Source: an optimization exercise on an open RTL-to-GDS flow (aim: small area). Production flows keep margins and buffers that such runs may drop. Only simulation tests tie the RTL to the original design; equivalence was not proved. Power and IR drop assume default switching activity. No driver is modelled on the clock port, so clocking that relies on it looks cheaper here than on a real chip.

## quartz
==> flow/design.v (excerpt) <==
module data_mem_responder
#(
    parameter int DATA_W = 32,
    parameter int ADDR_W = 10,
    parameter int DEPTH  = dmem_pkg::DMEM_DEPTH
) (
    input  logic              clk,
    input  logic              reset,
    input  logic              req_valid,
    output logic              req_ready,
    input  logic              req_write,
    input  logic [ADDR_W-1:0] req_addr,
    input  logic [DATA_W-1:0] req_wdata,
    output logic              resp_valid,
    input  logic              resp_ready,
    output logic [DATA_W-1:0] resp_rdata,
    output logic              resp_err,
    output logic              resp_zero
);
    localparam int IDX_W = dmem_pkg::DMEM_IDX_W;
    logic r_wait;
    logic r_resp;
    logic r_load;
    logic r_err;
    logic r_zero;
    logic w_idle;
    logic w_accept;
    logic w_in_range;
    logic w_mem_zero;
    assign w_idle     = ~r_wait & ~r_resp;
    assign w_accept   = req_valid & w_idle;
    assign w_in_range = (req_addr[ADDR_W-1:IDX_W] == '0);
    dmem_array #(
        .DATA_W (DATA_W),
        .DEPTH  (DEPTH),
        .IDX_W  (IDX_W)
    ) u_array (
        .clk     (clk),
        .i_clr   (reset),
        .i_cap   (w_idle),
        .i_store (w_accept & req_write & w_in_range),
        .i_addr  (req_addr[IDX_W-1:0]),
        .i_wdata (req_wdata),
        .i_show  (r_resp & r_load),
        .o_rdata (resp_rdata),
        .o_zero  (w_mem_zero)
    );
    always_ff @(posedge clk) begin
        if (reset) begin
            r_wait <= 1'b0;
            r_resp <= 1'b0;
        end else begin
            r_wait <= w_accept;
            r_resp <= r_wait | (r_resp & ~resp_ready);
        end
  ...
Size in the first run: ~2400 cells after synthesis, roughly 1100 flip-flops, roughly 83 I/O pins.
Settings: LEC_CHECK=0, CAP_MARGIN=20, CORE_MARGIN=2, CORE_UTILIZATION=40, PLACE_DENSITY=0.75, SLEW_MARGIN=20, SYNTH_HIERARCHICAL=1; clock period 6.0 ns.
standard.sh (not shown) runs the stock make flow with config.mk's settings and CLKGATE_MAP_FILE= SYNTH_SCRIPT=/design/flow/synth_recipe.tcl, a recipe that flattens the netlist after the stock synthesis.
==> flow/flow/run.sh <==
#!/bin/bash
# Standard ORFS layout (the standard.sh, synthesis included) with these
# knobs changed:
#  - before floorplan, combinational cells are put back to drive 1
#    (flow/downsize.tcl); repair sizes up where needed;
#  - port buffers use the small sky130_fd_sc_hd__buf_1 (repair may upsize);
#  - CTS inserts no dummy loads, and clusters up to 30 sinks per
#    clkbuf_16 leaf buffer.
set -euo pipefail
export PRE_FLOORPLAN_TCL="$PWD/flow/downsize.tcl"
export BUFFER_PORTS_ARGS="-buffer_cell sky130_fd_sc_hd__buf_1"
export CTS_ARGS="-sink_clustering_enable -repair_clock_nets -dont_use_dummy_load -buf_list sky130_fd_sc_hd__clkbuf_16 -root_buf sky130_fd_sc_hd__clkbuf_16 -sink_clustering_size 30 -sink_clustering_max_diameter 120"
bash standard.sh > standard_flow.log 2>&1
==> flow/flow/downsize.tcl <==
# Before floorplan: put every combinational cell that synthesis sized up
# back to its drive-1 variant (same function); the later repair steps size
# up again only where slew, capacitance or timing need it.
set db [ord::get_db]
set block [ord::get_db_block]
set n 0
foreach inst [$block getInsts] {
  set name [[$inst getMaster] getName]
  if { ![regexp {^(sky130_fd_sc_hd__[a-z0-9]+)_([0-9]+)$} $name -> base drive] } {
    continue
  }
  if { $drive <= 1 } {
    continue
  }
  if { [regexp {df|dl|buf|inv|conb|tap|fill|decap} $base] } {
    continue
  }
  set m1 [$db findMaster ${base}_1]
  if { $m1 ne "NULL" && $m1 ne "" } {
    $inst swapMaster $m1
    incr n
  }
}
puts "downsize.tcl: $n instances set to drive 1"
## Diff of input files: juniper against quartz
==> flow/flow/run.sh <==
#!/bin/bash
# Standard ORFS layout (the standard.sh, synthesis included) with these
# knobs changed:
#  - before floorplan, combinational cells are put back to drive 1
#    (flow/downsize.tcl); repair sizes up where needed;
#  - port buffers use the small sky130_fd_sc_hd__buf_1 (repair may upsize);
#  - CTS inserts no dummy loads, and clusters up to 32 sinks per
#    clkbuf_16 leaf buffer.
set -euo pipefail
export PRE_FLOORPLAN_TCL="$PWD/flow/downsize.tcl"
export BUFFER_PORTS_ARGS="-buffer_cell sky130_fd_sc_hd__buf_1"
export CTS_ARGS="-sink_clustering_enable -repair_clock_nets -dont_use_dummy_load -buf_list sky130_fd_sc_hd__clkbuf_16 -root_buf sky130_fd_sc_hd__clkbuf_16 -sink_clustering_size 32 -sink_clustering_max_diameter 120"
bash standard.sh > standard_flow.log 2>&1
diff --git a/flow/config.mk b/flow/config.mk
--- a/flow/config.mk
+++ b/flow/config.mk
@@ -10,3 +10,3 @@
 export CORE_UTILIZATION = 40
-export PLACE_DENSITY = 0.75
+export PLACE_DENSITY = 0.8
 export SLEW_MARGIN = 20
Results
Between quartz and juniper, the routed via count divided by cell count is higher for juniper.
When the final numbers for quartz and juniper were put side by side, the number of global-route vias before repair turned out to be smaller in quartz.
| total non-filler cell area in the finished layout | juniper vs quartz | about 0.8% lower |
juniper ended up with a lower detailed-route wire length than quartz did.
Critical path endpoint: resp_rdata[15] -> juniper, resp_rdata[0] -> quartz
Setup changes, juniper to amber
diff --git a/flow/config.mk b/flow/config.mk
--- a/flow/config.mk
+++ b/flow/config.mk
@@ -10,3 +10,3 @@
 export CORE_UTILIZATION = 40
-export PLACE_DENSITY = 0.8
+export PLACE_DENSITY = 0.75
 export SLEW_MARGIN = 20
Notes after the runs:
- amber finished all stages; the layout is clean.
- Compared with juniper, amber degrades static leakage.
- Higher combinational fraction of design power among juniper and amber: amber
- Looking only at fraction of the core area covered by cells at the end of the flow, and setting everything else aside, the higher value of juniper and amber goes to amber.
Modified inputs, harbor compared to amber
==> flow/flow/run.sh <==
#!/bin/bash
# Standard ORFS layout (the standard.sh, synthesis included) with these
# knobs changed:
#  - before floorplan, combinational cells are put back to drive 1
#    (flow/downsize.tcl); repair sizes up where needed;
#  - port buffers use the small sky130_fd_sc_hd__buf_1 (repair may upsize);
#  - CTS inserts no dummy loads, and clusters up to 30 sinks per
#    clkbuf_16 leaf buffer.
set -euo pipefail
export PRE_FLOORPLAN_TCL="$PWD/flow/downsize.tcl"
export BUFFER_PORTS_ARGS="-buffer_cell sky130_fd_sc_hd__buf_1"
export CTS_ARGS="-sink_clustering_enable -repair_clock_nets -dont_use_dummy_load -buf_list sky130_fd_sc_hd__clkbuf_16 -root_buf sky130_fd_sc_hd__clkbuf_16 -sink_clustering_size 30 -sink_clustering_max_diameter 120"
bash standard.sh > standard_flow.log 2>&1
diff --git a/flow/config.mk b/flow/config.mk
--- a/flow/config.mk
+++ b/flow/config.mk
@@ -10,3 +10,3 @@
 export CORE_UTILIZATION = 40
-export PLACE_DENSITY = 0.75
+export PLACE_DENSITY = 0.8
 export SLEW_MARGIN = 20
## What came out
Relative to amber, number of nets in the finished design has decreased by 20 in harbor.
Fmax: harbor below amber
Delta(final-layout clock buffer total, harbor - amber) > 0
harbor did not stop at any stage, and its layout met the timing, design-rule and antenna checks.
Non-clock buffer count | harbor below amber
The higher detailed route wirelength on metal3 of harbor and amber is in amber.
The fraction of standard cell area that is sequential number comes out higher for harbor vs amber.
Compared with amber, in harbor hold slack lost 0.071 ns; total wirelength of the detailed-routed design lost about 3%.
The higher largest vdd supply drop came out of harbor.
Summary — part of the power in combinational logic, harbor relative to amber: lower, by 0.6 points.

==> re-timing with driven ports <==
The flow's constraints put no driver on any port. The routed layouts listed below were extracted and timed again, unchanged, in two steps. Step 1: set_driving_cell puts a clkbuf_16 on clk and a buf_2 on each other input, an assumption about the parent block. Step 2 moves the port delays by t, midway between the first and last clock arrival at a register: inputs arrive t later, outputs are due t later. That takes back most of the time a late clock gives input paths. Slacks: no drivers / after step 1 / after step 2; pairs: no drivers / after step 1.
run | t (ns) | slack for setup (ns) | latest minus earliest clock arrival (ns)
quartz | 0.662 | 0.402 / 0.339 / 1.002 | 0.058 / 0.059
juniper | 0.668 | 0.212 / 0.150 / 0.766 | 0.045 / 0.045
amber | 0.669 | 0.433 / 0.371 / 1.040 | 0.026 / 0.027
harbor | 0.645 | 0.247 / 0.183 / 0.828 | 0.091 / 0.091
After both steps every run listed still meets setup and hold.
